This design comes from an exercise in tuning for small area and a short achievable clock period on the open sky130 flow, not from production work.
Where RTL was checked, it was by simulation tests only, not by an equivalence proof against the original.
No functional check of the RTL was part of runs 1 to 4.
Power is estimated from default activity; no workload was simulated.

## run.sh

```bash
#!/bin/bash
# synth_recipe.tcl (not shown) runs the flow's synth.tcl, then flattens the netlist and writes it again
# the make line also repeats each setting of config.mk as NAME=value (left out here)
make -C /OpenROAD-flow-scripts/flow DESIGN_CONFIG=/design/flow/config.mk WORK_HOME=/design/flow/orfs CLKGATE_MAP_FILE= SYNTH_SCRIPT=/design/flow/synth_recipe.tcl finish
```

## constraint.sdc

```tcl
create_clock -name core_clock -period 4.5 [get_ports {clk}]
set_input_delay 0.9000 -clock core_clock [delete_from_list [all_inputs] [get_ports {clk}]]
set_output_delay 0.9000 -clock core_clock [all_outputs]
set_load 0.01 [all_outputs]
```

## design.v

```verilog
package usb_eps_pkg;
    localparam int unsigned EPS_AW = 8;
    localparam int unsigned EPS_DW = 16;
    typedef enum logic [1:0] {
        H_IDLE = 2'b00,
        H_WAIT = 2'b01,
        H_DONE = 2'b10
    } host_st_e;
    typedef enum logic [1:0] {
        TAG_NONE = 2'b00,
        TAG_ENG  = 2'b01,
        TAG_HOST = 2'b10
    } tag_e;
endpackage
module usb_eps_ram #(
    parameter int unsigned AW = 8,
    parameter int unsigned DW = 16,
    parameter int unsigned NP = 8             
) (
    input  logic                 clk_i,
    input  logic [2**(AW/2)-1:0] whi_ni,      
    input  logic [2**(AW/2)-1:0] rhi_ni,      
    input  logic [2**(AW/2)-1:0] lo_ni,       
    input  logic [DW-1:0]        wdata_i,
    output logic [DW-1:0]        rdata_o      
);
    localparam int unsigned NW = 2**AW;
    localparam int unsigned NH = 2**(AW/2);
    localparam int unsigned GW = NW / NP;     
    localparam int unsigned LK = 3;           
    localparam int unsigned NL = (GW + LK - 1) / LK;
    logic [NW-1:0]         mem [DW];          
    logic [NW-1:0]         rsel, wsel;
    logic [NP-1:0][DW-1:0] part_d, part_q;
    for (genvar w = 0; w < NW; w++) begin : g_word
        usb_eps_wl u_rsel (.a_ni(rhi_ni[w / NH]), .b_ni(lo_ni[w % NH]), .y_o(rsel[w]));
        usb_eps_wl u_wsel (.a_ni(whi_ni[w / NH]), .b_ni(lo_ni[w % NH]), .y_o(wsel[w]));
        for (genvar b = 0; b < DW; b++) begin : g_bit
            always_ff @(posedge clk_i) begin
                if (wsel[w]) begin
                    mem[b][w] <= wdata_i[b];
                end
            end
        end
    end
    for (genvar p = 0; p < NP; p++) begin : g_part
        for (genvar b = 0; b < DW; b++) begin : g_bit
            logic [NL-1:0] leaf_n;
            for (genvar l = 0; l < NL; l++) begin : g_leaf
                localparam int unsigned W0 = p*GW + l*LK;
                localparam int unsigned K  = (GW - l*LK < LK) ? GW - l*LK : LK;
                usb_eps_rdleaf #(.K(K)) u_leaf (
                    .sel_i (rsel[W0 +: K]),
                    .d_i   (mem[b][W0 +: K]),
                    .y_no  (leaf_n[l])
                );
            end
            assign part_d[p][b] = ~&leaf_n;
        end
    end
    always_ff @(posedge clk_i) begin
        part_q <= part_d;
    end
    always_comb begin
        rdata_o = '0;
        for (int p = 0; p < NP; p++) begin
            rdata_o = rdata_o | part_q[p];
        end
    end
endmodule
module usb_eps_rdleaf #(
    parameter int unsigned K = 12
) (
    input  logic [K-1:0] sel_i,
    input  logic [K-1:0] d_i,
    output logic         y_no
);
    assign y_no = ~|(sel_i & d_i);
endmodule
module usb_eps_wl (
    input  logic a_ni,
    input  logic b_ni,
    output logic y_o
);
    assign y_o = ~(a_ni | b_ni);
endmodule
import usb_eps_pkg::*;
module usb_eps_arb #(
    parameter int unsigned AW = usb_eps_pkg::EPS_AW,
    parameter int unsigned DW = usb_eps_pkg::EPS_DW
) (
    input  logic          clk,
    input  logic          rst,
    input  logic          eps_read_0,
    input  logic          eps_write_0,
    input  logic          eps_zero_0,
    input  logic [AW-1:0] eps_addr_0,
    input  logic [DW-1:0] eps_wrdata_0,
    output logic [DW-1:0] eps_rddata_3,
    input  logic          host_req,
    input  logic          host_we,
    input  logic [AW-1:0] host_addr,
    input  logic [DW-1:0] host_wdata,
    output logic [DW-1:0] host_rdata,
    output logic          host_ack,
    output logic          host_busy
);
    localparam int unsigned HW = AW / 2;
    localparam int unsigned NH = 2**HW;
    logic          eng_cmd, grant, init_busy, init_next;
    logic          busy_q;
    logic          init_q;
    logic [AW-1:0] init_cnt_q;
    always_ff @(posedge clk) begin
        if (rst) begin
            init_q     <= 1'b1;
            init_cnt_q <= '0;
        end else if (init_q) begin
            init_cnt_q <= init_cnt_q + 1'b1;
            if (&init_cnt_q) begin
                init_q <= 1'b0;
            end
        end
    end
    assign init_busy = init_q;
    assign init_next = rst | (init_q & ~&init_cnt_q);
    assign eng_cmd = eps_read_0 | eps_write_0;
    assign grant   = ~busy_q & host_req & ~eng_cmd;
    function automatic logic [NH-1:0] dec(input logic [HW-1:0] a);
        dec = '0;
        dec[a] = 1'b1;
    endfunction
    logic [AW-1:0] addr_m;
    logic [DW-1:0] wdata_m;
    logic          we_m;
    assign addr_m  = eng_cmd ? eps_addr_0 : host_addr;
    assign wdata_m = eng_cmd ? (eps_zero_0 ? '0 : eps_wrdata_0) : host_wdata;
    assign we_m    = eps_write_0 | (grant & host_we);
    logic [NH-1:0] whi_nq, rhi_nq, lo_nq;
    logic [DW-1:0] wdata_q;
    logic          e_rd_q, h_rd_q, h1_q;
    always_ff @(posedge clk) begin
        whi_nq  <= ~((we_m ? dec(addr_m[AW-1:HW]) : '0) | {NH{init_busy}});
        rhi_nq  <= ~dec(addr_m[AW-1:HW]);
        lo_nq   <= ~(dec(addr_m[HW-1:0]) | {NH{init_busy}});
        wdata_q <= init_busy ? '0 : wdata_m;
    end
    always_ff @(posedge clk) begin
        if (rst) begin
            e_rd_q <= 1'b0;
            h_rd_q <= 1'b0;
            h1_q   <= 1'b0;
        end else begin
            e_rd_q <= eps_read_0 & ~eps_write_0 & ~init_busy;
            h_rd_q <= grant & ~host_we;
            h1_q   <= grant;
        end
    end
    logic [DW-1:0] ram_rdata;
    usb_eps_ram #(
        .AW (AW),
        .DW (DW)
    ) u_ram (
        .clk_i   (clk),
        .whi_ni  (whi_nq),
        .rhi_ni  (rhi_nq),
        .lo_ni   (lo_nq),
        .wdata_i (wdata_q),
        .rdata_o (ram_rdata)
    );
    logic e_rd2_q, h_rd2_q, h2_q;
    always_ff @(posedge clk) begin
        if (rst) begin
            e_rd2_q <= 1'b0;
            h_rd2_q <= 1'b0;
            h2_q    <= 1'b0;
        end else begin
            e_rd2_q <= e_rd_q;
            h_rd2_q <= h_rd_q;
            h2_q    <= h1_q;
        end
    end
    logic [DW-1:0] eps_rddata_q, host_rdata_q;
    logic          host_ack_q;
    always_ff @(posedge clk) begin
        if (rst) begin
            host_ack_q   <= 1'b0;
            eps_rddata_q <= '0;
            host_rdata_q <= '0;
        end else begin
            host_ack_q <= h2_q;
            if (e_rd2_q) begin
                eps_rddata_q <= ram_rdata;
            end
            if (h_rd2_q) begin
                host_rdata_q <= ram_rdata;
            end
        end
    end
    always_ff @(posedge clk) begin
        busy_q <= init_next | grant | h1_q | h2_q | host_ack_q;
    end
    assign eps_rddata_3 = eps_rddata_q;
    assign host_rdata   = host_rdata_q;
    assign host_ack     = host_ack_q;
    assign host_busy    = busy_q;
endmodule
```

## config.mk

```make
export PLATFORM = sky130hd
export DESIGN_NAME = usb_eps_arb
export DESIGN_NICKNAME = usb_eps_arb
export VERILOG_FILES = /design/flow/design.v
export SDC_FILE = /design/flow/constraint.sdc
export NUM_CORES = 4
export LEC_CHECK = 0
export CAP_MARGIN = 20
export CORE_MARGIN = 2
export CORE_UTILIZATION = 60
export SETUP_SLACK_MARGIN = 2.0
export SLEW_MARGIN = 20
export SYNTH_HIERARCHICAL = 1
```

==> out/results.ini, run 1 <==
[run_status]
status = timing/DRC/antenna clean

[logic_synthesis]
ys.flop_type = edfxtp_1
netlist.area_leader.share_pct = 82.4
synthArstFlopShare_pct = 0
synthCells = 7109
yosysSeqAreaShare_pct = 85.6
synth_cell_types = 51
ys_top_cells_by_count = 4096 x edfxtp_1, 1280 x a222oi_1, 574 x nor2_1
yosys.area.top_type = edfxtp_1
yosysMostFrequentCell = edfxtp_1
synthTopCellsByArea = edfxtp_1 82%, a222oi_1 8.6%, dfxtp_1 3.2%, nor2_1 1.4%, nand4_1 1.1%
netlist_area_um2 = 149000
synth_edf_count = 4096
synth-seq-cells = 4337
yosys_warnings = 10
syn-num-nets = 7167
avgSynthCellArea_um2 = 21.0

[placement]
dp_slack_ns = 0.947
place_inst = 11000
placed_area_um2 = 159000
gp_congestion = 0.866
dp_hpwl_mm = 251
port_buffers = 88

[power]
ir_drop_mv = 0.414
leakage_nw = 68.9
power_density_nw_per_um2 = 459

[drt]
dr.pass1.iters = 10
met1Wirelength_mm = 159
via_per_inst = 7.01
wl_mm = 423
top_layer_used = met5
vias = 83700
drtIter0Drc = 16900
wl_met2_mm = 203
wl_met3_mm = 42.2
route.detailed.drc = 0
ant_nets = 0
avgRoutedWirePerCell_um = 35.4

[setup_path]
cp-end-kind = flop
critPathArrivalTime_ns = 3.53
path_class = reg2reg
cp_max_fo = 16
crit_buf_inv = 2
crit_path_max_incr_delay_ns = 0.82
crit_family = simple AND/OR/NAND/NOR gates
r2r_cells = 6
crit_slowest_cell = a222oi_1
cp_cell_sequence = buf_12 -> buf_4 -> nor2_1 -> a222oi_1 -> nand4_1 -> or3_1
crit_cells = 6
worstPathRequired_ns = 5.39
start_kind = flop

[sta]
max_freq_ghz = 0.380
clock_skew_ns = 0.0813
finalSetupTns_ns = 0
worst_pin_slew_ns = 1.24
fin_crit_sh_pct = 58.5
relSlewSlack_pct = 17.3
hold_viol_final = 0
rsz0062_at_grt = true
finalWorstSetupSlack_ns = 1.87
maxSlewViolCount = 0
min_period_ns = 2.63
setup_violations = 0

[clock_network]
numCtsBuffers = 432
cts_buffer_depth = 4
cts_root_buf = clkbuf_16
path_clk_slew_ns = 0.06
clk_latency_ns = 1.02
hold_buffers = 0
h-tree-depth = 5
cts_tree = yes
cts.sinks = 4337

[floorplan]
fp.coreArea_um2 = 248000
initial_core_util_pct = 60.2
die_h_um = 503
die-area_um2 = 253000
dieWidth_um = 503
io_pins = 89
row_count = 183

[cells_and_area]
stdcell_count = 12000
final-seq-area_um2 = 128000
nets = 8305
multi_input_area_um2 = 21800
drive_gt1_share_pct = 18.8
final_area_um2 = 175000
nFillCells = 15500
area_delta_synth_final_pct = 17.0

[grt]
globalRouteOverflowTotal = 0
grt_max_degree = 179
grt_usage_pct = 32.9
grt_pass1_wl_mm = 586
antenna_found_initial = 30
grt_pass1_vias = 79600

[hold_path]
hp-class = reg2reg
holdPathStages = 1

[flow_run]
maxCapViolations = 0

-- cells by family (layout without fill, tap and decap cells) --
group,Yosys count,after routing,synth area share [%]
flops,4337,4337,85.6
compound gates,1473,1473,9.93
simple gates,1217,1217,3.99
mux,43,43,0.309
buf+inv,26,1515,0.0771
xor+xnor,10,10,0.0687
fa+ha+maj,3,3,0.0251
other cells,0,23,0
-- flip-flops by register name (all words and copies together) (netlist names) --
| name | cells |
|---|---|
| busy_q | 1 |
| e_rd2_q | 1 |
| e_rd_q | 1 |
| eps_rddata_q | 16 |
| h1_q | 1 |
| h2_q | 1 |
| h_rd2_q | 1 |
| h_rd_q | 1 |
| host_ack_q | 1 |
| host_rdata_q | 16 |
| init_cnt_q | 8 |
| init_q | 1 |
| lo_nq | 16 |
| rhi_nq | 16 |
| u_ram.mem | 4096 |
| u_ram.part_q | 128 |
| wdata_q | 16 |
| whi_nq | 16 |
-- placed cells by master (no fill, tap or decap), types with 5 or more instances in the layout --
cell type and count:
clkdlybuf4s50_1 53, a22oi_2 128, dfxtp_4 43, a21oi_1 36
buf_4 545, nand4_1 259, a222oi_1 1280, nor2_4 11
dfxtp_2 9, buf_2 5, clkdlybuf4s15_1 14, or3_1 131
clkinvlp_4 8, a31oi_1 11, o21ai_0 6, clkbuf_1 110
edfxtp_1 4096, mux2i_1 37, inv_6 5, bufinv_16 41
buf_12 63, nor4_1 31, nor2_1 449, diode_2 23
xor2_1 5, nor2_2 115, dfxtp_1 189, nand2_1 37
nor2b_1 10, clkbuf_16 437, clkinv_1 53, nand3_1 132
buf_8 6, buf_6 23, clkinv_2 76, clkdlybuf4s15_2 17
nor3b_1 16, clkbuf_8 45
-- through the flow --
| step | utilization [%] | total power, W | hold WS, ns |
|---|---|---|---|
| 6_report | 70.5 | 0.0801 | 0.456 |
| 3_5_place_dp | 64.1 | 0.0454 | 0.451 |
| 2_1_floorplan | - | 0.0449 | 0.414 |
| 5_1_grt | 70.5 | 0.0821 | 0.481 |
| 3_3_place_gp | 64.1 | 0.0454 | 0.426 |
| 4_1_cts | 70.2 | 0.0804 | 0.462 |
-- per-module statistics from Yosys (local to each module, per instance), a selection --
| module | flip-flops and latches | area [µm²] | copies in the design |
|---|---|---|---|
| usb_eps_wl | 0 | 3.75 | 512 |
| usb_eps_arb | 113 | 4130 | 1 |
-- report_power, final --
group	internal (W)	leakage, nW	switching [W]
combinational	0.000250	9.53	0.000914
clock	0.0209	6.89	0.0146
sequential	0.0434	52.5	0.0000415
-- routing by layer --
| metal | global-route usage [%] | up-vias |
|---|---|---|
| met5 | 0 | - |
| met2 | 51.4 | 4903 |
| met3 | 5.76 | 642 |
| met1 | 46.3 | 43500 |
| met4 | 13.8 | 18 |
| li1 | - | 34700 |
-- final timing paths --
kind / from / slack [ns] / endpoint
setup / recovery: lo_nq[9] / 1.87 / u_ram.part_q[104]
hold / removal: e_rd_q / 0.46 / e_rd2_q
setup reg to reg: lo_nq[9] / 1.87 / u_ram.part_q[104]
hold reg to reg: e_rd_q / 0.46 / e_rd2_q
-- what timing repair did --
item / CTS / global route
cloned: 0 / 1
endpoints found under the setup margin: 184 / 76
setup buffers: 68 / 46
gates resized for setup: 149 / 29
pin swaps: 60 / 60
-- area by class of cell --
type	count	area share, %
antenna	23	0.0329
clock buffer	592	6.85
clock inverter	193	1.18
inverter	2	0.00430
multi-input combinational	2746	12.5
sequential	4337	73.3
tap	3330	2.38
timing repair buffer	728	3.80
==> run 2, diff against run 1 <==
--- a/config.mk
+++ b/config.mk
@@ -10,3 +10,5 @@
 export CORE_UTILIZATION = 60
-export SETUP_SLACK_MARGIN = 2.0
+export CTS_CLUSTER_DIAMETER = 100
+export CTS_CLUSTER_SIZE = 30
+export SETUP_SLACK_MARGIN = 2.3
 export SLEW_MARGIN = 20
==> out/results.ini, run 2 <==
[sta]
worst_pin_slew_ns = 1.28  ; was 1.24 ns
clock_skew_ns = 0.0332  ; was 0.0813 ns
hold_viol_final = 0  ; unchanged
fin_crit_sh_pct = 56.7  ; was 58.5%
relSlewSlack_pct = 14.5  ; was 17.3%
min_period_ns = 2.55  ; was 2.63 ns
whs_ns = 0.466  ; was 0.456 ns
setup_violations = 0  ; unchanged
max_freq_ghz = 0.392  ; was 0.380 GHz
rsz0062_at_grt = true  ; unchanged
finalSetupTns_ns = 0  ; unchanged
maxSlewViolCount = 0  ; unchanged
finalWorstSetupSlack_ns = 1.95  ; was 1.87 ns

[drt]
wl_mm = 428  ; was 423 mm
wl_met3_mm = 42.7  ; was 42.2 mm
ant_nets = 0  ; unchanged
via_per_inst = 7.13  ; was 7.01
dr.pass1.iters = 10  ; unchanged
drtIter0Drc = 17600  ; was 16900
top_layer_used = met5  ; unchanged
wl_met2_mm = 203  ; about the same
avgRoutedWirePerCell_um = 36.3  ; was 35.4 µm
met1Wirelength_mm = 163  ; was 159 mm
vias = 84100  ; was 83700
route.detailed.drc = 0  ; unchanged

[clock_network]
cts_buffer_depth = 3  ; was 4
numCtsBuffers = 162  ; was 432
clk_latency_ns = 0.87  ; was 1.02 ns
cts_root_buf = clkbuf_16  ; unchanged
h-tree-depth = 4  ; was 5
cts.sinks = 4337  ; unchanged
path_clk_slew_ns = 0.12  ; was 0.06 ns
cts_tree = yes  ; unchanged

[logic_synthesis]
yosys_warnings = 10  ; unchanged
synthCells = 7109  ; unchanged
synth_cell_types = 51  ; unchanged
yosys.area.top_type = edfxtp_1  ; unchanged
syn-num-nets = 7167  ; unchanged
yosysSeqAreaShare_pct = 85.6  ; unchanged
ys.flop_type = edfxtp_1  ; unchanged
synthArstFlopShare_pct = 0  ; unchanged
synth-seq-cells = 4337  ; unchanged
netlist.area_leader.share_pct = 82.4  ; unchanged
ys_top_cells_by_count = 4096 x edfxtp_1, 1280 x a222oi_1, 574 x nor2_1  ; unchanged
avgSynthCellArea_um2 = 21.0  ; unchanged
synthTopCellsByArea = edfxtp_1 82%, a222oi_1 8.6%, dfxtp_1 3.2%, nor2_1 1.4%, nand4_1 1.1%  ; unchanged
yosysMostFrequentCell = edfxtp_1  ; unchanged
netlist_area_um2 = 149000  ; unchanged
synth_edf_count = 4096  ; unchanged

[floorplan]
io_pins = 89  ; unchanged
die_h_um = 503  ; unchanged
row_count = 183  ; unchanged
initial_core_util_pct = 60.2  ; unchanged
fp.coreArea_um2 = 248000  ; unchanged
dieWidth_um = 503  ; unchanged
die-area_um2 = 253000  ; unchanged

[power]
power_density_nw_per_um2 = 374  ; was 459 nW/µm²
power.switching_w = 0.0125  ; was 0.0155 W
p_clk_share_pct = 29.4  ; was 44.3%
swShare_pct = 19.6  ; was 19.4%
pwr-share-comb_pct = 2.4  ; was 1.5%
leakage_nw = 66.6  ; was 68.9 nW
ir_drop_mv = 0.444  ; was 0.414 mV
power_w = 0.0636  ; was 0.0801 W
pwr-share-seq_pct = 68.2  ; was 54.3%
intPower_w = 0.0512  ; was 0.0646 W

[cells_and_area]
largest_reg_flops = 4096  ; unchanged
reg.largest.list = u_ram.mem: 4096 flops, u_ram.part_q: 128 flops  ; unchanged
mostFrequentLayoutCell = edfxtp_1  ; unchanged
area_delta_synth_final_pct = 14.0  ; was 17.0%
top_register = u_ram.mem  ; unchanged
drive_gt1_share_pct = 19.5  ; was 18.8%
nets = 8366  ; was 8305
final_cell_mix = 4096 x edfxtp_1, 1280 x a222oi_1, 605 x buf_4  ; was 4096 x edfxtp_1, 1280 x a222oi_1, 545 x buf_4

[setup_path]
cp_max_fo = 8  ; was 16
r2r-end = u_ram.part_q[33]  ; was u_ram.part_q[104]
worstPathRequired_ns = 5.23  ; was 5.39 ns
rrSetupSlack_ns = 1.95  ; was 1.87 ns
reg2reg_from = rhi_nq[4]  ; was lo_nq[9]
start_kind = flop  ; unchanged
crit_family = compound AO/OA/AOI/OAI gates  ; was simple AND/OR/NAND/NOR gates
crit_buf_inv = 2  ; unchanged
cp_cell_sequence = buf_12 -> nor2_4 -> buf_6 -> a222oi_1 -> nand4_1 -> or3_1  ; was buf_12 -> buf_4 -> nor2_1 -> a222oi_1 -> nand4_1 -> or3_1
cp-end-kind = flop  ; unchanged
path_class = reg2reg  ; unchanged
crit_path_max_incr_delay_ns = 0.80  ; was 0.82 ns
critPathArrivalTime_ns = 3.28  ; was 3.53 ns
r2r_cells = 6  ; unchanged
crit_slowest_cell = a222oi_1  ; unchanged

[grt]
antenna_found_initial = 17  ; was 30
grt_max_degree = 148  ; was 179
grt_pass1_vias = 78200  ; was 79600
grt_pass1_wl_mm = 589  ; was 586 mm
grt_usage_pct = 33.2  ; was 32.9%
globalRouteOverflowTotal = 0  ; unchanged

[hold_path]
min_to = e_rd2_q  ; unchanged
min-delay-start = e_rd_q  ; unchanged
holdPathStages = 1  ; unchanged
hp-class = reg2reg  ; unchanged

[placement]
dp_slack_ns = 0.992  ; was 0.947 ns
port_buffers = 88  ; unchanged
gp_congestion = 0.885  ; was 0.866
dp_hpwl_mm = 253  ; was 251 mm

[flow_run]
maxCapViolations = 0  ; unchanged

[run_status]
status = timing/DRC/antenna clean  ; unchanged

run 2: cell counts after synthesis:
Identical to the previous run, type by type.
run 2: metal layers:
| layer | vias up | track usage [%] |
|---|---|---|
| met1 | 43900 | 47.9 |
| met4 | 12 | 12.4 |
| li1 | 34600 | - |
| met2 | 4968 | 52.0 |
| met5 | - | 0 |
| met3 | 593 | 5.03 |
run 2: how the worst max path moves through the flow:
stage	start	end	slack [ns]	cells past startpoint
2_1_floorplan	eps_read_0	lo_nq[9]	1.88	9
3_3_place_gp	eps_read_0	whi_nq[8]	1.07	7
3_5_place_dp	eps_read_0	whi_nq[8]	0.99	7
4_1_cts	rhi_nq[6]	u_ram.part_q[60]	2.05	6
5_1_grt	rhi_nq[6]	u_ram.part_q[56]	1.99	7
6_report	rhi_nq[4]	u_ram.part_q[33]	1.95	6
run 2: layout make-up:
cell class / count / area, µm²
Sequential cell: 4337 / 128000
Clock buffer: 291 / 4710
Inverter: 2 / 7.51
Clock inverter: 6 / 70.1
Tap cell: 3330 / 4170
Antenna cell: 15 / 37.5
Timing Repair Buffer: 1053 / 10700
Multi-Input combinational cell: 2752 / 22600
Fill cell: 16000 / 77700
run 2: per-stage QoR:
step,instances,area [µm²],utilization (%)
2_1_floorplan,7109,149000,-
3_3_place_gp,11000,159000,64.1
3_5_place_dp,11000,159000,64.2
4_1_cts,11700,169000,68.1
5_1_grt,11800,170000,68.7
6_report,11800,170000,68.7
run 2: kinds of logic after synthesis:
family,Yosys count,synth area share (%)
AOI/OAI and AO/OA,1473,9.93
xor gates and xnor gates,10,0.0687
adders and majority gates,3,0.0251
buffers and inverters,26,0.0771
DFF,4337,85.6
muxes,43,0.309
and+or+nand+nor,1217,3.99
run 2: power by group through the flow:
stage	Clock, W	Sequential [W]	Combinational [W]
global route	0.0202	0.0434	0.00161
global placement	0	0.0444	0.00111
floorplan	0	0.0443	0.000531
detailed placement	0	0.0444	0.00113
CTS	0.0189	0.0434	0.00143
finish	0.0187	0.0434	0.00155
run 2: repair_timing:
item                                    CTS  global route
hold buffers                              0             0
setup buffers                           301           100
endpoints found under the setup margin  394           284
pin swaps                               604           372
gates cloned                             40             9
gates resized for setup                 650           131
run 2: Yosys stat by module, one instance, submodules excluded, a selection:
module	times used	flops+latches	area, µm²	cells inside
usb_eps_arb	1	113	4130	405
usb_eps_wl	512	0	3.75	1
run 2: worst reg2reg max path, delay by kind of cell (launching register included):
| kind | cells | cell delay, ns |
|---|---|---|
| flip-flops | 1 | 0.52 |
| AO/OA/AOI/OAI | 1 | 0.81 |
| buffers and inverters | 2 | 0.33 |
| AND/OR/NAND/NOR | 3 | 0.76 |
==> run 3, diff against run 2 <==
--- a/design.v
+++ b/design.v
@@ -28,8 +28,9 @@
     localparam int unsigned NH = 2**(AW/2);
-    localparam int unsigned GW = NW / NP;     
-    localparam int unsigned LK = 3;           
-    localparam int unsigned NL = (GW + LK - 1) / LK;
+    localparam int unsigned LK = 3;                   
+    localparam int unsigned NL = (NW + LK - 1) / LK;  
+    localparam int unsigned GL = (NL + NP - 1) / NP;  
+    localparam int unsigned NQ = (GL + 3) / 4;        
     logic [NW-1:0]         mem [DW];          
     logic [NW-1:0]         rsel, wsel;
-    logic [NP-1:0][DW-1:0] part_d, part_q;
+    logic [NP-1:0][DW-1:0] part_nd, part_nq;
     for (genvar w = 0; w < NW; w++) begin : g_word
@@ -45,15 +46,22 @@
     end
-    for (genvar p = 0; p < NP; p++) begin : g_part
-        for (genvar b = 0; b < DW; b++) begin : g_bit
-            logic [NL-1:0] leaf_n;
-            for (genvar l = 0; l < NL; l++) begin : g_leaf
-                localparam int unsigned W0 = p*GW + l*LK;
-                localparam int unsigned K  = (GW - l*LK < LK) ? GW - l*LK : LK;
-                usb_eps_rdleaf #(.K(K)) u_leaf (
-                    .sel_i (rsel[W0 +: K]),
-                    .d_i   (mem[b][W0 +: K]),
-                    .y_no  (leaf_n[l])
-                );
-            end
-            assign part_d[p][b] = ~&leaf_n;
+    for (genvar b = 0; b < DW; b++) begin : g_bit
+        logic [NL-1:0] leaf_n;
+        for (genvar l = 0; l < NL; l++) begin : g_leaf
+            localparam int unsigned K = (NW - l*LK < LK) ? NW - l*LK : LK;
+            usb_eps_rdleaf #(.K(K)) u_leaf (
+                .sel_i (rsel[l*LK +: K]),
+                .d_i   (mem[b][l*LK +: K]),
+                .y_no  (leaf_n[l])
+            );
+        end
+        for (genvar p = 0; p < NP; p++) begin : g_part
+            localparam int unsigned L0 = p*GL;
+            localparam int unsigned PL = (NL - L0 < GL) ? NL - L0 : GL;
+            localparam int unsigned PQ = (PL + 3) / 4;
+            logic [PQ-1:0] quad;
+            for (genvar q = 0; q < PQ; q++) begin : g_quad
+                localparam int unsigned K = (PL - q*4 < 4) ? PL - q*4 : 4;
+                usb_eps_nand #(.K(K)) u_nand (.a_i(leaf_n[L0 + q*4 +: K]), .y_o(quad[q]));
+            end
+            usb_eps_nor #(.K(PQ)) u_nor (.a_i(quad), .y_o(part_nd[p][b]));
         end
@@ -61,3 +69,3 @@
     always_ff @(posedge clk_i) begin
-        part_q <= part_d;
+        part_nq <= part_nd;
     end
@@ -66,3 +74,3 @@
         for (int p = 0; p < NP; p++) begin
-            rdata_o = rdata_o | part_q[p];
+            rdata_o = rdata_o | ~part_nq[p];
         end
@@ -85,2 +93,18 @@
     assign y_o = ~(a_ni | b_ni);
+endmodule
+module usb_eps_nand #(
+    parameter int unsigned K = 4
+) (
+    input  logic [K-1:0] a_i,
+    output logic         y_o
+);
+    assign y_o = ~&a_i;
+endmodule
+module usb_eps_nor #(
+    parameter int unsigned K = 3
+) (
+    input  logic [K-1:0] a_i,
+    output logic         y_o
+);
+    assign y_o = ~|a_i;
 endmodule
==> out/results.ini, run 3 <==
[sta]
maxSlewViolCount = 0  ; unchanged
hold_viol_final = 0  ; unchanged
worst_pin_slew_ns = 1.18  ; was 1.28 ns
relSlewSlack_pct = 21.4  ; was 14.5%
fin_crit_sh_pct = 54.0  ; was 56.7%
max_freq_ghz = 0.411  ; was 0.392 GHz
rsz0062_at_grt = true  ; unchanged
min_period_ns = 2.43  ; was 2.55 ns
clock_skew_ns = 0.0370  ; was 0.0332 ns
setup_violations = 0  ; unchanged
finalSetupTns_ns = 0  ; unchanged

[power]
leakage_nw = 65.7  ; was 66.6 nW
pwr-share-comb_pct = 2.1  ; was 2.4%
pwr-share-seq_pct = 68.6  ; was 68.2%
power.switching_w = 0.0125  ; about the same
intPower_w = 0.0508  ; was 0.0512 W
swShare_pct = 19.7  ; was 19.6%
ir_drop_mv = 0.442  ; was 0.444 mV
power_density_nw_per_um2 = 374  ; about the same
p_clk_share_pct = 29.3  ; was 29.4%

[grt]
grt_pass1_vias = 76900  ; was 78200
met2_usage_pct = 51.8  ; was 52.0%
met1_usage_pct = 49.8  ; was 47.9%
grt_pass1_wl_mm = 588  ; was 589 mm
globalRouteOverflowTotal = 0  ; unchanged
grt_busiest_layer = met2  ; unchanged
grt_usage_pct = 33.2  ; about the same
grt_max_degree = 185  ; was 148
use_met3_pct = 4.75  ; was 5.03%
antenna_found_initial = 14  ; was 17

[cells_and_area]
final_area_um2 = 169000  ; was 170000 µm²
area_delta_synth_final_pct = 13.5  ; was 14.0%
largest_reg_flops = 4096  ; unchanged
reg.largest.list = u_ram.mem: 4096 flops, u_ram.part_nq: 128 flops  ; was u_ram.mem: 4096 flops, u_ram.part_q: 128 flops
nets = 8284  ; was 8366
final_cell_mix = 4096 x edfxtp_1, 1360 x a222oi_1, 618 x buf_4  ; was 4096 x edfxtp_1, 1280 x a222oi_1, 605 x buf_4
mostFrequentLayoutCell = edfxtp_1  ; unchanged
top_register = u_ram.mem  ; unchanged
nFillCells = 15900  ; was 16000
drive_gt1_share_pct = 18.6  ; was 19.5%

[logic_synthesis]
ys.flop_type = edfxtp_1  ; unchanged
yosysMostFrequentCell = edfxtp_1  ; unchanged
synthTopCellsByArea = edfxtp_1 83%, a222oi_1 9.1%, dfxtp_1 3.2%, nor2_1 1.4%, nand4_1 1.2%  ; was edfxtp_1 82%, a222oi_1 8.6%, dfxtp_1 3.2%, nor2_1 1.4%, nand4_1 1.1%
synth_cell_types = 52  ; was 51
avgSynthCellArea_um2 = 21.1  ; was 21.0 µm²
synthCells = 7077  ; was 7109
yosys.area.top_type = edfxtp_1  ; unchanged
synthArstFlopShare_pct = 0  ; unchanged
synth_edf_count = 4096  ; unchanged
yosysSeqAreaShare_pct = 85.7  ; was 85.6%
netlist.area_leader.share_pct = 82.5  ; was 82.4%
yosys_warnings = 10  ; unchanged
ys_top_cells_by_count = 4096 x edfxtp_1, 1360 x a222oi_1, 574 x nor2_1  ; was 4096 x edfxtp_1, 1280 x a222oi_1, 574 x nor2_1
synth-seq-cells = 4337  ; unchanged
netlist_area_um2 = 149000  ; about the same
syn-num-nets = 7135  ; was 7167

[floorplan]
row_count = 182  ; was 183
initial_core_util_pct = 60.5  ; was 60.2%
die_h_um = 502  ; was 503 µm
dieWidth_um = 502  ; was 503 µm
fp.coreArea_um2 = 246000  ; was 248000 µm²
io_pins = 89  ; unchanged
die-area_um2 = 252000  ; was 253000 µm²

[setup_path]
start_kind = flop  ; unchanged
cp_cell_sequence = buf_12 -> buf_12 -> nor2_4 -> buf_6 -> buf_6 -> a222oi_1 -> nand4_1 -> nor3_2  ; was buf_12 -> nor2_4 -> buf_6 -> a222oi_1 -> nand4_1 -> or3_1
crit_path_max_incr_delay_ns = 0.62  ; was 0.80 ns
worstPathRequired_ns = 5.27  ; was 5.23 ns
path_class = reg2reg  ; unchanged
crit_slowest_cell = a222oi_1  ; unchanged
cp-end-kind = flop  ; unchanged
r2r_cells = 8  ; was 6
rrSetupSlack_ns = 2.07  ; was 1.95 ns
critPathArrivalTime_ns = 3.20  ; was 3.28 ns
cp_max_fo = 8  ; unchanged

[clock_network]
cts.sinks = 4337  ; unchanged
h-tree-depth = 4  ; unchanged
cts_tree = yes  ; unchanged
cts_root_buf = clkbuf_16  ; unchanged
path_clk_slew_ns = 0.11  ; was 0.12 ns
numCtsBuffers = 162  ; unchanged
cts_buffer_depth = 3  ; unchanged
clk_latency_ns = 0.88  ; was 0.87 ns

[drt]
ant_nets = 0  ; unchanged
wl_mm = 430  ; was 428 mm
dr.pass1.iters = 12  ; was 10
route.detailed.drc = 0  ; unchanged
avgRoutedWirePerCell_um = 36.8  ; was 36.3 µm
via_per_inst = 7.19  ; was 7.13
vias = 84100  ; about the same
drtIter0Drc = 19300  ; was 17600

[placement]
port_buffers = 88  ; unchanged
dp_hpwl_mm = 251  ; was 253 mm
placed_area_um2 = 159000  ; about the same
gp_congestion = 0.864  ; was 0.885

[hold_path]
hp-class = in2reg  ; was reg2reg
holdPathStages = 2  ; was 1

[run_status]
status = timing/DRC/antenna clean  ; unchanged

[flow_run]
maxCapViolations = 0  ; unchanged

[run 3: changes by cell type after synthesis, sizes merged, moves of 32 or more]
cell	previous run	this run
a22oi	128	0
a222oi	1280	1360
nor4	34	2
or3	131	3
nor3	4	132
nand4	259	291
[run 3: area by class of cell]
class	instances	area, µm²	area share [%]
sequential	4337	128000	75.7
multi-input combinational	2705	22100	13.0
timing repair buffer	1002	10100	6.00
clock buffer	281	4540	2.68
tap	3312	4140	2.45
clock inverter	14	153	0.0902
inverter	18	67.6	0.0399
antenna	25	62.6	0.0370
[run 3: final timing paths]
check | startpoint | endpoint
hold / removal | rst | init_cnt_q[4]
setup reg to reg | lo_nq[10] | u_ram.part_nq[59]
hold reg to reg | h_rd_q | h_rd2_q
setup / recovery | lo_nq[10] | u_ram.part_nq[59]
[run 3: repair_timing]
item / CTS / global route
hold buffers: 0 / 0
endpoints found under the setup margin: 239 / 190
hold endpoints to repair: 0 / 0
gates cloned: 14 / 22
resized for setup: 461 / 223
pin swaps: 360 / 413
buffers inserted: 184 / 184
[run 3: routing by layer]
| layer | vias up | routed length [µm] |
|---|---|---|
| li1 | 34400 | - |
| met1 | 43900 | 167000 |
| met2 | 5245 | 203000 |
| met3 | 479 | 46200 |
| met4 | 4 | 14400 |
| met5 | - | 23 |
[run 3: power groups by stage]
stage | clock network (W) | registers [W] | logic [W]
floorplan | 0 | 0.0443 | 0.000510
global placement | 0 | 0.0443 | 0.00101
detailed placement | 0 | 0.0443 | 0.00104
CTS | 0.0187 | 0.0434 | 0.00115
global route | 0.0200 | 0.0434 | 0.00142
finish | 0.0186 | 0.0434 | 0.00135
[run 3: logic make-up after synthesis]
kind of cell / share of synthesized area [%]
AO/OA/AOI/OAI: 9.41
XOR/XNOR: 0.0688
adder cells (fa/ha/maj): 0.0252
buffers and inverters: 0.117
flip-flops: 85.7
multiplexers: 0.310
AND/OR/NAND/NOR: 4.34
[run 3: per-module statistics from Yosys (local to each module, per instance), excerpt]
module / cell area (µm²) / cells / flip-flops and latches / copies in the design
usb_eps_arb: 4130 / 405 / 113 / 1
usb_eps_wl: 3.75 / 1 / 0 / 512
[run 3: critical path: cells and delay by family, from the launching register on]
kind | cells | cell delay [ns]
AND/OR/NAND/NOR | 3 | 0.71
AO/OA/AOI/OAI | 1 | 0.62
buffers and inverters | 4 | 0.53
flip-flops | 1 | 0.44
[run 3: stage by stage]
| step | utilization (%) | cells | worst slack [ns] | total power [W] | hold WS [ns] |
|---|---|---|---|---|---|
| after detailed placement | 64.4 | 11000 | 0.850 | 0.0454 | 0.426 |
| after floorplan | - | 7077 | 1.88 | 0.0448 | 0.414 |
| after CTS | 67.6 | 11500 | 2.15 | 0.0633 | 0.360 |
| after global placement | 64.3 | 11000 | 0.873 | 0.0454 | 0.429 |
| after global routing | 68.7 | 11700 | 2.11 | 0.0648 | 0.394 |
| final | 68.7 | 11700 | 2.07 | 0.0633 | 0.404 |
==> run 4, diff against run 3 <==
--- a/design.v
+++ b/design.v
@@ -21,4 +21,4 @@
     input  logic [2**(AW/2)-1:0] whi_ni,      
-    input  logic [2**(AW/2)-1:0] rhi_ni,      
-    input  logic [2**(AW/2)-1:0] lo_ni,       
+    input  logic [2**(AW/2)-1:0] wlo_ni,      
+    input  logic [2**AW-1:0]     rsel_i,      
     input  logic [DW-1:0]        wdata_i,
@@ -33,7 +33,6 @@
     logic [NW-1:0]         mem [DW];          
-    logic [NW-1:0]         rsel, wsel;
+    logic [NW-1:0]         wsel;
     logic [NP-1:0][DW-1:0] part_nd, part_nq;
     for (genvar w = 0; w < NW; w++) begin : g_word
-        usb_eps_wl u_rsel (.a_ni(rhi_ni[w / NH]), .b_ni(lo_ni[w % NH]), .y_o(rsel[w]));
-        usb_eps_wl u_wsel (.a_ni(whi_ni[w / NH]), .b_ni(lo_ni[w % NH]), .y_o(wsel[w]));
+        usb_eps_wl u_wsel (.a_ni(whi_ni[w / NH]), .b_ni(wlo_ni[w % NH]), .y_o(wsel[w]));
         for (genvar b = 0; b < DW; b++) begin : g_bit
@@ -51,3 +50,3 @@
             usb_eps_rdleaf #(.K(K)) u_leaf (
-                .sel_i (rsel[l*LK +: K]),
+                .sel_i (rsel_i[l*LK +: K]),
                 .d_i   (mem[b][l*LK +: K]),
@@ -153,18 +152,29 @@
     function automatic logic [NH-1:0] dec(input logic [HW-1:0] a);
-        dec = '0;
-        dec[a] = 1'b1;
+        for (int i = 0; i < NH; i++) begin
+            dec[i] = (a == HW'(i));
+        end
     endfunction
-    logic [AW-1:0] addr_m;
+    logic [NH-1:0] e_hi, e_lo, h_hi, h_lo, r_hi, r_lo, w_hi, w_lo;
+    logic          h_we;
     logic [DW-1:0] wdata_m;
-    logic          we_m;
-    assign addr_m  = eng_cmd ? eps_addr_0 : host_addr;
+    assign e_hi    = dec(eps_addr_0[AW-1:HW]);
+    assign e_lo    = dec(eps_addr_0[HW-1:0]);
+    assign h_hi    = dec(host_addr[AW-1:HW]);
+    assign h_lo    = dec(host_addr[HW-1:0]);
+    assign h_we    = grant & host_we;
+    assign r_hi    = eng_cmd ? e_hi : h_hi;
+    assign r_lo    = eng_cmd ? e_lo : h_lo;
+    assign w_hi    = (eps_write_0 ? e_hi : '0) | (h_we ? h_hi : '0) | {NH{init_busy}};
+    assign w_lo    = r_lo | {NH{init_busy}};
     assign wdata_m = eng_cmd ? (eps_zero_0 ? '0 : eps_wrdata_0) : host_wdata;
-    assign we_m    = eps_write_0 | (grant & host_we);
-    logic [NH-1:0] whi_nq, rhi_nq, lo_nq;
-    logic [DW-1:0] wdata_q;
-    logic          e_rd_q, h_rd_q, h1_q;
-    always_ff @(posedge clk) begin
-        whi_nq  <= ~((we_m ? dec(addr_m[AW-1:HW]) : '0) | {NH{init_busy}});
-        rhi_nq  <= ~dec(addr_m[AW-1:HW]);
-        lo_nq   <= ~(dec(addr_m[HW-1:0]) | {NH{init_busy}});
+    logic [NH-1:0]      whi_nq, wlo_nq;
+    logic [2**AW-1:0]   rsel_q;
+    logic [DW-1:0]      wdata_q;
+    logic               e_rd_q, h_rd_q, h1_q;
+    always_ff @(posedge clk) begin
+        whi_nq  <= ~w_hi;
+        wlo_nq  <= ~w_lo;
+        for (int w = 0; w < 2**AW; w++) begin
+            rsel_q[w] <= r_hi[w / NH] & r_lo[w % NH];
+        end
         wdata_q <= init_busy ? '0 : wdata_m;
@@ -189,4 +199,4 @@
         .whi_ni  (whi_nq),
-        .rhi_ni  (rhi_nq),
-        .lo_ni   (lo_nq),
+        .wlo_ni  (wlo_nq),
+        .rsel_i  (rsel_q),
         .wdata_i (wdata_q),
==> out/results.ini, run 4 <==
[clock_network]
clk_latency_ns = 0.91  ; was 0.88 ns
cts_tree = yes  ; unchanged
h-tree-depth = 4  ; unchanged
cts.sinks = 4577  ; was 4337
cts_buffer_depth = 3  ; unchanged
numCtsBuffers = 170  ; was 162
path_clk_slew_ns = 0.11  ; about the same
hold_buffers = 0  ; unchanged
cts_root_buf = clkbuf_16  ; unchanged

[drt]
wl_mm = 441  ; was 430 mm
route.detailed.drc = 0  ; unchanged
drtIter0Drc = 17800  ; was 19300
dr.pass1.iters = 10  ; was 12
via_per_inst = 7.32  ; was 7.19
ant_nets = 0  ; unchanged
vias = 85200  ; was 84100
avgRoutedWirePerCell_um = 37.9  ; was 36.8 µm

[cells_and_area]
top_register = u_ram.mem  ; unchanged
reg.largest.list = u_ram.mem: 4096 flops, rsel_q: 256 flops, u_ram.part_nq: 128 flops  ; was u_ram.mem: 4096 flops, u_ram.part_nq: 128 flops
largest_reg_flops = 4096  ; unchanged
final_cell_mix = 4096 x edfxtp_1, 1360 x a222oi_1, 395 x dfxtp_1  ; was 4096 x edfxtp_1, 1360 x a222oi_1, 618 x buf_4
final_util_pct = 65.5  ; was 68.7%
mostFrequentLayoutCell = edfxtp_1  ; unchanged
drive_gt1_share_pct = 13.4  ; was 18.6%
area_delta_synth_final_pct = 8.60  ; was 13.5%
nets = 8066  ; was 8284

[sta]
relSlewSlack_pct = 14.5  ; was 21.4%
min_period_ns = 2.39  ; was 2.43 ns
worst_pin_slew_ns = 1.28  ; was 1.18 ns
rsz0062_at_grt = true  ; unchanged
hold_viol_final = 0  ; unchanged
setup_violations = 0  ; unchanged
maxSlewViolCount = 0  ; unchanged
clock_skew_ns = 0.0386  ; was 0.0370 ns
fin_crit_sh_pct = 53.2  ; was 54.0%
max_freq_ghz = 0.418  ; was 0.411 GHz
finalSetupTns_ns = 0  ; unchanged

[power]
swShare_pct = 19.0  ; was 19.7%
leakage_nw = 63.9  ; was 65.7 nW
intPower_w = 0.0531  ; was 0.0508 W
p_clk_share_pct = 29.8  ; was 29.3%
pwr-share-seq_pct = 69.4  ; was 68.6%
pwr-share-comb_pct = 0.7  ; was 2.1%
ir_drop_mv = 0.444  ; was 0.442 mV
power.switching_w = 0.0125  ; about the same
power_density_nw_per_um2 = 387  ; was 374 nW/µm²

[logic_synthesis]
avgSynthCellArea_um2 = 21.0  ; was 21.1 µm²
yosysSeqAreaShare_pct = 84.9  ; was 85.7%
netlist.area_leader.share_pct = 78.7  ; was 82.5%
synth_cell_types = 58  ; was 52
yosys_warnings = 10  ; unchanged
yosysMostFrequentCell = edfxtp_1  ; unchanged
synthCells = 7433  ; was 7077
syn-num-nets = 7489  ; was 7135
synth_edf_count = 4096  ; unchanged
synthTopCellsByArea = edfxtp_1 79%, a222oi_1 8.7%, dfxtp_1 6.2%, nor3_2 1.9%, nand4_1 1.2%  ; was edfxtp_1 83%, a222oi_1 9.1%, dfxtp_1 3.2%, nor2_1 1.4%, nand4_1 1.2%
ys_top_cells_by_count = 4096 x edfxtp_1, 1360 x a222oi_1, 481 x dfxtp_1  ; was 4096 x edfxtp_1, 1360 x a222oi_1, 574 x nor2_1
ys.flop_type = edfxtp_1  ; unchanged
synth-seq-cells = 4577  ; was 4337
synthArstFlopShare_pct = 0  ; unchanged
yosys.area.top_type = edfxtp_1  ; unchanged
netlist_area_um2 = 156000  ; was 149000 µm²

[grt]
antenna_found_initial = 39  ; was 14
globalRouteOverflowTotal = 0  ; unchanged
grt_usage_pct = 32.8  ; was 33.2%
grt_pass1_wl_mm = 610  ; was 588 mm
grt_pass1_vias = 78600  ; was 76900
grt_max_degree = 182  ; was 185

[setup_path]
cp-end-kind = primary output  ; was flop
rrSetupSlack_ns = 2.25  ; was 2.07 ns
crit_buf_inv = 1  ; was 4
start_kind = flop  ; unchanged
cp_cell_sequence = buf_6  ; was buf_12 -> buf_12 -> nor2_4 -> buf_6 -> buf_6 -> a222oi_1 -> nand4_1 -> nor3_2
crit_path_max_incr_delay_ns = 0.47  ; was 0.62 ns
path_class = reg2out  ; was reg2reg
reg2reg_from = wlo_nq[1]  ; was lo_nq[10]
r2r_cells = 2  ; was 8
critPathArrivalTime_ns = 1.49  ; was 3.20 ns
crit_slowest_cell = dfxtp_4  ; was a222oi_1
cp_max_fo = 2  ; was 8
r2r-end = u_ram.mem[8][33]  ; was u_ram.part_nq[59]
worstPathRequired_ns = 3.60  ; was 5.27 ns
crit_family = flip-flops  ; was simple AND/OR/NAND/NOR gates

[floorplan]
dieWidth_um = 514  ; was 502 µm
die-area_um2 = 265000  ; was 252000 µm²
initial_core_util_pct = 60.3  ; was 60.5%
fp.coreArea_um2 = 259000  ; was 246000 µm²
io_pins = 89  ; unchanged
row_count = 187  ; was 182
die_h_um = 514  ; was 502 µm

[flow_run]
maxCapViolations = 0  ; unchanged

[run_status]
status = timing/DRC/antenna clean  ; unchanged

[hold_path]
holdPathStages = 1  ; was 2
hp-class = reg2reg  ; was in2reg
min-delay-start = h2_q  ; was rst
min_to = host_ack_q  ; was init_cnt_q[4]

[placement]
port_buffers = 88  ; unchanged
dp_hpwl_mm = 270  ; was 251 mm
gp_congestion = 0.882  ; was 0.864

[run 4: worst max path at each step]
| stage | from | to | depth (start not counted) |
|---|---|---|---|
| 2_1_floorplan | eps_read_0 | rsel_q[61] | 6 |
| 3_3_place_gp | eps_write_0 | rsel_q[5] | 6 |
| 4_1_cts | host_ack_q | host_ack | 1 |
| 3_5_place_dp | eps_write_0 | rsel_q[141] | 5 |
| 5_1_grt | host_ack_q | host_ack | 1 |
| 6_report | host_ack_q | host_ack | 1 |
[run 4: routing by layer]
layer  vias up  routed length, µm  global-route usage [%]
met3       451              47000                    4.89
met2      5305             209000                    51.1
met1     44800             173000                    49.1
met4         8              11800                    9.08
met5         -                224                   0.511
li1      34600                  -                       -
[run 4: repair_timing]
item | CTS | global route
gates resized for setup | 234 | 25
pin swaps | 17 | 12
setup buffers | 8 | 7
setup endpoints to repair | 404 | 188
endpoints found under the hold margin | 0 | 0
gates cloned | 5 | 0
[run 4: modules after synthesis, one instance, submodules excluded, excerpt]
module       area (µm²)  cells inside
usb_eps_arb       12300          1017
usb_eps_wl         3.75             1
[run 4: cells by family (layout without fill, tap and decap cells)]
logic type                 count (synthesis)  count (layout)  share of synthesized area (%)
buffers and inverters                    124             833                          0.629
and+or+nand+nor                         1228            1229                           5.02
adders and majority gates                  1               1                        0.00801
AOI/OAI and AO/OA                       1454            1458                           9.10
other                                      0              79                              0
muxes                                     45              45                          0.343
xor gates and xnor gates                   4               4                         0.0224
DFF                                     4577            4577                           84.9
[run 4: power by group through the flow]
stage                     sequential, W  combinational, W  clock (W)
after floorplan                  0.0465          0.000302          0
after global placement           0.0465          0.000433          0
after detailed placement         0.0465          0.000441          0
after CTS                        0.0456          0.000466     0.0198
after global routing             0.0456          0.000491     0.0211
final                            0.0456          0.000476     0.0196
[run 4: stage by stage]
| stage | worst slack, ns | instance area [µm²] | power (W) | hold WS (ns) | cells |
|---|---|---|---|---|---|
| 4_1_cts | 2.06 | 169000 | 0.0658 | 0.462 | 11500 |
| 3_3_place_gp | 0.736 | 164000 | 0.0470 | 0.450 | 11200 |
| 2_1_floorplan | 2.32 | 156000 | 0.0468 | 0.414 | 7433 |
| 6_report | 2.11 | 170000 | 0.0656 | 0.462 | 11600 |
| 5_1_grt | 2.09 | 170000 | 0.0671 | 0.473 | 11600 |
| 3_5_place_dp | 0.647 | 164000 | 0.0470 | 0.454 | 11200 |
[run 4: layout make-up]
class                      instances  area (µm²)
fill                           17500       89600
sequential                      4577      133000
inverter                          16        60.1
clock buffer                     299        4850
timing repair buffer             508        4520
antenna                           79         198
tap                             3402        4260
multi-input combinational       2737       22900
clock inverter                    10         103
==> run 5, diff against run 4 <==
--- a/design.v
+++ b/design.v
@@ -133,3 +133,3 @@
     logic          eng_cmd, grant, init_busy, init_next;
-    logic          busy_q;
+    logic          busy_q, host_busy_q;
     logic          init_q;
@@ -217,3 +217,3 @@
     logic [DW-1:0] eps_rddata_q, host_rdata_q;
-    logic          host_ack_q;
+    logic          host_ack_q, h3_q;
     always_ff @(posedge clk) begin
@@ -234,3 +234,5 @@
     always_ff @(posedge clk) begin
-        busy_q <= init_next | grant | h1_q | h2_q | host_ack_q;
+        h3_q        <= h2_q;
+        busy_q      <= init_next | grant | h1_q | h2_q | h3_q;
+        host_busy_q <= init_next | grant | h1_q | h2_q | host_ack_q;
     end
@@ -239,3 +241,3 @@
     assign host_ack     = host_ack_q;
-    assign host_busy    = busy_q;
-endmodule
+    assign host_busy    = host_busy_q;
+endmodule
==> out/results.ini, run 5 <==
[power]
pwr-share-seq_pct = 69.4  ; about the same
power.switching_w = 0.0125  ; about the same
power_w = 0.0657  ; was 0.0656 W
p_clk_share_pct = 29.9  ; was 29.8%
intPower_w = 0.0532  ; was 0.0531 W
leakage_nw = 63.9  ; about the same
swShare_pct = 19.0  ; about the same
power_density_nw_per_um2 = 388  ; was 387 nW/µm²
pwr-share-comb_pct = 0.7  ; about the same
ir_drop_mv = 0.416  ; was 0.444 mV

[logic_synthesis]
ys_top_cells_by_count = 4096 x edfxtp_1, 1360 x a222oi_1, 483 x dfxtp_1  ; was 4096 x edfxtp_1, 1360 x a222oi_1, 481 x dfxtp_1
avgSynthCellArea_um2 = 20.9  ; was 21.0 µm²
yosysMostFrequentCell = edfxtp_1  ; unchanged
synth-seq-cells = 4579  ; was 4577
synthTopCellsByArea = edfxtp_1 79%, a222oi_1 8.7%, dfxtp_1 6.2%, nor3_2 1.4%, nand4_1 1.2%  ; was edfxtp_1 79%, a222oi_1 8.7%, dfxtp_1 6.2%, nor3_2 1.9%, nand4_1 1.2%
synthCells = 7438  ; was 7433
yosys.area.top_type = edfxtp_1  ; unchanged
yosysSeqAreaShare_pct = 85.2  ; was 84.9%
netlist_area_um2 = 156000  ; about the same
syn-num-nets = 7494  ; was 7489
synthArstFlopShare_pct = 0  ; unchanged
netlist.area_leader.share_pct = 79.0  ; was 78.7%
synth_edf_count = 4096  ; unchanged
yosys_warnings = 10  ; unchanged
ys.flop_type = edfxtp_1  ; unchanged
synth_cell_types = 56  ; was 58

[floorplan]
die_h_um = 513  ; was 514 µm
row_count = 187  ; unchanged
dieWidth_um = 513  ; was 514 µm
die-area_um2 = 264000  ; was 265000 µm²
initial_core_util_pct = 60.2  ; was 60.3%
fp.coreArea_um2 = 259000  ; about the same
io_pins = 89  ; unchanged

[setup_path]
start_kind = flop  ; unchanged
worstPathRequired_ns = 5.25  ; was 3.60 ns
r2r_cells = 4  ; was 2
cp-end-kind = flop  ; was primary output
path_class = reg2reg  ; was reg2out
rrSetupSlack_ns = 2.20  ; was 2.25 ns
cp_max_fo = 10  ; was 2
critPathArrivalTime_ns = 3.05  ; was 1.49 ns

[sta]
finalSetupTns_ns = 0  ; unchanged
maxSlewViolCount = 0  ; unchanged
hold_viol_final = 0  ; unchanged
relSlewSlack_pct = 15.5  ; was 14.5%
max_freq_ghz = 0.436  ; was 0.418 GHz
worst_pin_slew_ns = 1.27  ; was 1.28 ns
setup_violations = 0  ; unchanged
fin_crit_sh_pct = 51.0  ; was 53.2%
min_period_ns = 2.30  ; was 2.39 ns
rsz0062_at_grt = true  ; unchanged
clock_skew_ns = 0.0357  ; was 0.0386 ns

[grt]
grt_max_degree = 143  ; was 182
globalRouteOverflowTotal = 0  ; unchanged
grt_pass1_vias = 78600  ; about the same
grt_pass1_wl_mm = 607  ; was 610 mm
grt_usage_pct = 32.7  ; was 32.8%
antenna_found_initial = 53  ; was 39

[clock_network]
cts_root_buf = clkbuf_16  ; unchanged
cts_buffer_depth = 3  ; unchanged
hold_buffers = 0  ; unchanged
clk_latency_ns = 0.90  ; was 0.91 ns
cts_tree = yes  ; unchanged
h-tree-depth = 4  ; unchanged
path_clk_slew_ns = 0.12  ; was 0.11 ns
numCtsBuffers = 170  ; unchanged
cts.sinks = 4579  ; was 4577

[drt]
dr.pass1.iters = 13  ; was 10
avgRoutedWirePerCell_um = 37.7  ; was 37.9 µm
ant_nets = 0  ; unchanged
wl_mm = 440  ; was 441 mm
drtIter0Drc = 18800  ; was 17800
via_per_inst = 7.34  ; was 7.32
route.detailed.drc = 0  ; unchanged
vias = 85500  ; was 85200

[hold_path]
hp-class = in2reg  ; was reg2reg
holdPathStages = 2  ; was 1

[cells_and_area]
largest_reg_flops = 4096  ; unchanged
nets = 8079  ; was 8066
drive_gt1_share_pct = 12.1  ; was 13.4%
final_cell_mix = 4096 x edfxtp_1, 1360 x a222oi_1, 409 x dfxtp_1  ; was 4096 x edfxtp_1, 1360 x a222oi_1, 395 x dfxtp_1
area_delta_synth_final_pct = 8.75  ; was 8.60%
mostFrequentLayoutCell = edfxtp_1  ; unchanged
top_register = u_ram.mem  ; unchanged
nFillCells = 17500  ; about the same
reg.largest.list = u_ram.mem: 4096 flops, rsel_q: 256 flops, u_ram.part_nq: 128 flops  ; unchanged

[placement]
dp_hpwl_mm = 266  ; was 270 mm
port_buffers = 88  ; unchanged
gp_congestion = 0.909  ; was 0.882

[run_status]
status = timing/DRC/antenna clean  ; unchanged

[flow_run]
maxCapViolations = 0  ; unchanged

==> run 5: changes by cell type after synthesis, moves of 6 or more <==
cell / change
nor3_2: -77
nor3_1: +79
buf_6: +13
buf_2: +6
buf_12: -14
==> run 5: timing repair <==
action,CTS,global route
pin swaps,9,11
gates cloned,6,0
resized for setup,220,21
setup buffers,10,3
setup endpoints to repair,275,87
==> run 5: path summary, 6_finish.rpt <==
check                                   endpoint               from
worst max-delay path            eps_rddata_q[15]  u_ram.part_nq[15]
worst min-delay path               init_cnt_q[5]                rst
worst max register to register  eps_rddata_q[15]  u_ram.part_nq[15]
worst min register to register              h3_q               h2_q
==> run 5: area by class of cell <==
type | instances | area (µm²) | area share, %
Clock buffer | 306 | 4900 | 2.89
Multi-Input combinational cell | 2740 | 22500 | 13.3
Sequential cell | 4579 | 133000 | 78.4
Clock inverter | 7 | 100 | 0.0591
Inverter | 18 | 67.6 | 0.0399
Timing Repair Buffer | 514 | 4540 | 2.68
Antenna cell | 86 | 215 | 0.127
Tap cell | 3402 | 4260 | 2.51
==> run 5: metal layers <==
| layer | vias up | track usage (%) | routed length [µm] |
|---|---|---|---|
| met4 | 18 | 9.45 | 13400 |
| met3 | 486 | 4.77 | 47000 |
| met1 | 45100 | 49.8 | 176000 |
| met2 | 5221 | 49.9 | 203000 |
| li1 | 34700 | - | - |
| met5 | - | 0 | 119 |
==> run 5: power by group through the flow <==
stage	Sequential, W	Clock [W]	Combinational, W
final	0.0456	0.0196	0.000493
after global routing	0.0456	0.0212	0.000501
after CTS	0.0456	0.0198	0.000480
after detailed placement	0.0465	0	0.000435
after global placement	0.0465	0	0.000430
after floorplan	0.0465	0	0.000254
==> run 5: per-module statistics from Yosys (local to each module, per instance), a selection <==
| module | flip-flops and latches | copies in the design | cell area (µm²) |
|---|---|---|---|
| usb_eps_wl | 0 | 256 | 3.75 |
| usb_eps_arb | 355 | 1 | 11700 |
==> run 5: stage by stage <==
| step | util, % | hold WS (ns) | area, µm² | setup WS, ns | instances |
|---|---|---|---|---|---|
| after floorplan | - | 0.359 | 156000 | 2.30 | 7438 |
| after global placement | 63.3 | 0.375 | 164000 | 0.956 | 11200 |
| after detailed placement | 63.3 | 0.377 | 164000 | 0.893 | 11200 |
| after CTS | 65.3 | 0.225 | 169000 | 2.18 | 11600 |
| after global routing | 65.4 | 0.267 | 169000 | 2.10 | 11600 |
| final | 65.4 | 0.279 | 169000 | 2.20 | 11700 |
==> run 5: worst max-delay path, cell delays in order, from the launching register on <==
cell and delay, ns:
dfxtp_1 0.66, nand4_1 0.76, or2_1 0.53, mux2i_1 0.15, nor2_1 0.06
==> run 5: cells by family (layout without fill, tap and decap cells) <==
family | count (synthesis) | count (layout) | synth area share, %
other cells | 0 | 86 | 0
fa+ha+maj | 1 | 1 | 0.00803
compound gates | 1454 | 1460 | 9.12
buf+inv | 125 | 845 | 0.545
xor+xnor | 4 | 4 | 0.0225
simple gates | 1230 | 1230 | 4.79
mux | 45 | 45 | 0.316
flops | 4579 | 4579 | 85.2
==> run 6, diff against run 5 <==
--- a/config.mk
+++ b/config.mk
@@ -7,9 +7,9 @@
 export LEC_CHECK = 0
-export CAP_MARGIN = 20
+export CAP_MARGIN = 10
 export CORE_MARGIN = 2
-export CORE_UTILIZATION = 60
+export CORE_UTILIZATION = 65
 export CTS_CLUSTER_DIAMETER = 100
 export CTS_CLUSTER_SIZE = 30
-export SETUP_SLACK_MARGIN = 2.3
-export SLEW_MARGIN = 20
+export SETUP_SLACK_MARGIN = 2.25
+export SLEW_MARGIN = 10
 export SYNTH_HIERARCHICAL = 1
==> out/results.ini, run 6 <==
[setup_path]
rrSetupSlack_ns = 2.20  ; about the same
cp-end-kind = flop  ; unchanged
path_class = reg2reg  ; unchanged
start_kind = flop  ; unchanged
critPathArrivalTime_ns = 2.92  ; was 3.05 ns
worstPathRequired_ns = 5.12  ; was 5.25 ns
cp_max_fo = 16  ; was 10

[hold_path]
hp-class = reg2reg  ; was in2reg

[floorplan]
initial_core_util_pct = 65.4  ; was 60.2%
dieWidth_um = 493  ; was 513 µm
die-area_um2 = 243000  ; was 264000 µm²
die_h_um = 493  ; was 513 µm
io_pins = 89  ; unchanged
fp.coreArea_um2 = 238000  ; was 259000 µm²
row_count = 179  ; was 187

[logic_synthesis]
synthTopCellsByArea = edfxtp_1 79%, a222oi_1 8.7%, dfxtp_1 6.2%, nor3_2 1.4%, nand4_1 1.2%  ; unchanged
yosys.area.top_type = edfxtp_1  ; unchanged
yosysSeqAreaShare_pct = 85.2  ; unchanged
avgSynthCellArea_um2 = 20.9  ; unchanged
netlist.area_leader.share_pct = 79.0  ; unchanged
synth_cell_types = 56  ; unchanged
synthCells = 7438  ; unchanged
syn-num-nets = 7494  ; unchanged
ys_top_cells_by_count = 4096 x edfxtp_1, 1360 x a222oi_1, 483 x dfxtp_1  ; unchanged
netlist_area_um2 = 156000  ; unchanged
yosysMostFrequentCell = edfxtp_1  ; unchanged
yosys_warnings = 10  ; unchanged
ys.flop_type = edfxtp_1  ; unchanged
synthArstFlopShare_pct = 0  ; unchanged
synth_edf_count = 4096  ; unchanged
synth-seq-cells = 4579  ; unchanged

[sta]
setup_violations = 0  ; unchanged
relSlewSlack_pct = 3.71  ; was 15.5%
worst_pin_slew_ns = 1.44  ; was 1.27 ns
finalSetupTns_ns = 0  ; unchanged
max_freq_ghz = 0.435  ; was 0.436 GHz
hold_viol_final = 0  ; unchanged
clock_skew_ns = 0.0505  ; was 0.0357 ns
min_period_ns = 2.30  ; about the same
fin_crit_sh_pct = 51.1  ; was 51.0%
rsz0062_at_grt = true  ; unchanged
maxSlewViolCount = 0  ; unchanged
whs_ns = 0.388  ; was 0.279 ns

[power]
pwr-share-seq_pct = 69.4  ; about the same
intPower_w = 0.0533  ; was 0.0532 W
p_clk_share_pct = 29.8  ; was 29.9%
ir_drop_mv = 0.453  ; was 0.416 mV
leakage_nw = 64.0  ; was 63.9 nW
power.switching_w = 0.0124  ; was 0.0125 W
swShare_pct = 18.9  ; was 19.0%
power_density_nw_per_um2 = 388  ; about the same
pwr-share-comb_pct = 0.8  ; was 0.7%

[flow_run]
maxCapViolations = 0  ; unchanged

[drt]
wl_mm = 432  ; was 440 mm
drtIter0Drc = 19100  ; was 18800
dr.pass1.iters = 13  ; unchanged
route.detailed.drc = 0  ; unchanged
vias = 85700  ; was 85500
via_per_inst = 7.52  ; was 7.34
avgRoutedWirePerCell_um = 37.9  ; was 37.7 µm
ant_nets = 0  ; unchanged

[cells_and_area]
area_delta_synth_final_pct = 8.62  ; was 8.75%
final_cell_mix = 4096 x edfxtp_1, 1360 x a222oi_1, 413 x dfxtp_1  ; was 4096 x edfxtp_1, 1360 x a222oi_1, 409 x dfxtp_1
drive_gt1_share_pct = 12.4  ; was 12.1%
nFillCells = 14600  ; was 17500
nets = 8099  ; was 8079
reg.largest.list = u_ram.mem: 4096 flops, rsel_q: 256 flops, u_ram.part_nq: 128 flops  ; unchanged
largest_reg_flops = 4096  ; unchanged
top_register = u_ram.mem  ; unchanged
mostFrequentLayoutCell = edfxtp_1  ; unchanged

[clock_network]
cts_buffer_depth = 3  ; unchanged
path_clk_slew_ns = 0.12  ; about the same
h-tree-depth = 4  ; unchanged
cts.sinks = 4579  ; unchanged
clk_latency_ns = 0.90  ; about the same
numCtsBuffers = 170  ; unchanged
cts_root_buf = clkbuf_16  ; unchanged
cts_tree = yes  ; unchanged

[placement]
port_buffers = 88  ; unchanged
dp_hpwl_mm = 256  ; was 266 mm
gp_congestion = 0.883  ; was 0.909

[grt]
globalRouteOverflowTotal = 0  ; unchanged
grt_usage_pct = 34.8  ; was 32.7%
antenna_found_initial = 49  ; was 53
grt_pass1_vias = 79200  ; was 78600
grt_max_degree = 190  ; was 143
grt_pass1_wl_mm = 597  ; was 607 mm

[run_status]
status = timing/DRC/antenna clean  ; unchanged

run 6: power by group through the flow:
stage / Combinational [W] / Clock, W / Sequential (W)
final: 0.000539 / 0.0196 / 0.0456
after detailed placement: 0.000409 / 0 / 0.0465
after CTS: 0.000488 / 0.0197 / 0.0456
after global routing: 0.000545 / 0.0210 / 0.0456
after floorplan: 0.000254 / 0 / 0.0465
after global placement: 0.000403 / 0 / 0.0465
run 6: worst max-delay path, cell delays in order, from the launching register on:
cell     delay, ns
dfxtp_2       1.17
nor2_1        0.52
buf_4         0.33
run 6: cell type report:
| class | count | area [µm²] | area share, % |
|---|---|---|---|
| timing repair buffer | 529 | 4590 | 2.71 |
| clock inverter | 8 | 81.3 | 0.0481 |
| clock buffer | 301 | 4940 | 2.92 |
| inverter | 18 | 67.6 | 0.0399 |
| multi-input combinational | 2745 | 22600 | 13.3 |
| tap | 3167 | 3960 | 2.34 |
| sequential | 4579 | 133000 | 78.5 |
| antenna | 57 | 143 | 0.0843 |
run 6: cell families after synthesis:
kind of cell | count (synthesis) | synth area share (%)
multiplexers | 45 | 0.316
AO/OA/AOI/OAI | 1454 | 9.12
AND/OR/NAND/NOR | 1230 | 4.79
adder cells (fa/ha/maj) | 1 | 0.00803
flip-flops | 4579 | 85.2
XOR/XNOR | 4 | 0.0225
buffers and inverters | 125 | 0.545
run 6: routing by layer:
| layer | track usage (%) | wire (µm) | vias up |
|---|---|---|---|
| met2 | 53.2 | 203000 | 6035 |
| met4 | 13.0 | 16500 | 10 |
| met3 | 6.19 | 53000 | 663 |
| met1 | 51.4 | 160000 | 44300 |
| li1 | - | - | 34700 |
| met5 | 0 | 54 | - |
run 6: metrics by stage:
| step | cell area, µm² | total power [W] | cells | utilization, % | setup slack [ns] |
|---|---|---|---|---|---|
| global placement | 163000 | 0.0469 | 11000 | 68.6 | 0.680 |
| global route | 169000 | 0.0672 | 11400 | 71.0 | 2.20 |
| detailed placement | 163000 | 0.0469 | 11000 | 68.6 | 0.576 |
| floorplan | 156000 | 0.0468 | 7438 | - | 2.30 |
| CTS | 169000 | 0.0658 | 11300 | 70.9 | 2.21 |
| finish | 169000 | 0.0657 | 11400 | 71.0 | 2.20 |
run 6: worst paths after layout:
path,start,end,cells after the start
min,h2_q,h3_q,0
max,wlo_nq[13],u_ram.mem[15][77],2
max reg2reg,wlo_nq[13],u_ram.mem[15][77],2
min reg2reg,h2_q,h3_q,0
run 6: modules after synthesis (local to each module, per instance), excerpt:
module / copies in the design / cells inside / flops+latches
usb_eps_arb: 1 / 1022 / 355
usb_eps_wl: 256 / 1 / 0
run 6: timing repair:
| action | in CTS | in global routing |
|---|---|---|
| setup buffers | 10 | 17 |
| setup endpoints to repair | 328 | 161 |
| hold buffers | 0 | 0 |
| cloned | 10 | 1 |
| resized for setup | 227 | 17 |
| pin swaps | 10 | 6 |

## separate check: timing with driven ports
The flow's constraints put no driver on any port. The routed layouts listed below were extracted and timed again, unchanged, in two steps.
Step 1: set_driving_cell puts a clkbuf_16 on clk and a buf_2 on each other input, an assumption about the parent block.
Step 2 moves the port delays by t, midway between the first and last clock arrival at a register: inputs arrive t later, outputs are due t later. That takes back most of the time a late clock gives input paths.
a / b / c = no drivers / after step 1 / after step 2; a / b = the first two.
run	shift t [ns]	setup slack, ns	worst setup path after step 2
run 1	1.073	1.866 / 1.866 / 1.086	input to register
run 2	0.952	1.949 / 1.949 / 1.441	input to register
run 3	0.948	2.070 / 2.070 / 1.587	input to register
run 4	1.000	2.108 / 1.992 / 1.303	input to register
run 5	0.982	2.204 / 2.145 / 1.267	input to register
run 6	0.969	2.200 / 2.159 / 1.216	input to register
After both steps setup and hold are still met in every run listed. For run 6, which loses most, drivers alone change the setup slack by -0.041 ns; drivers and shift together by -0.984 ns.
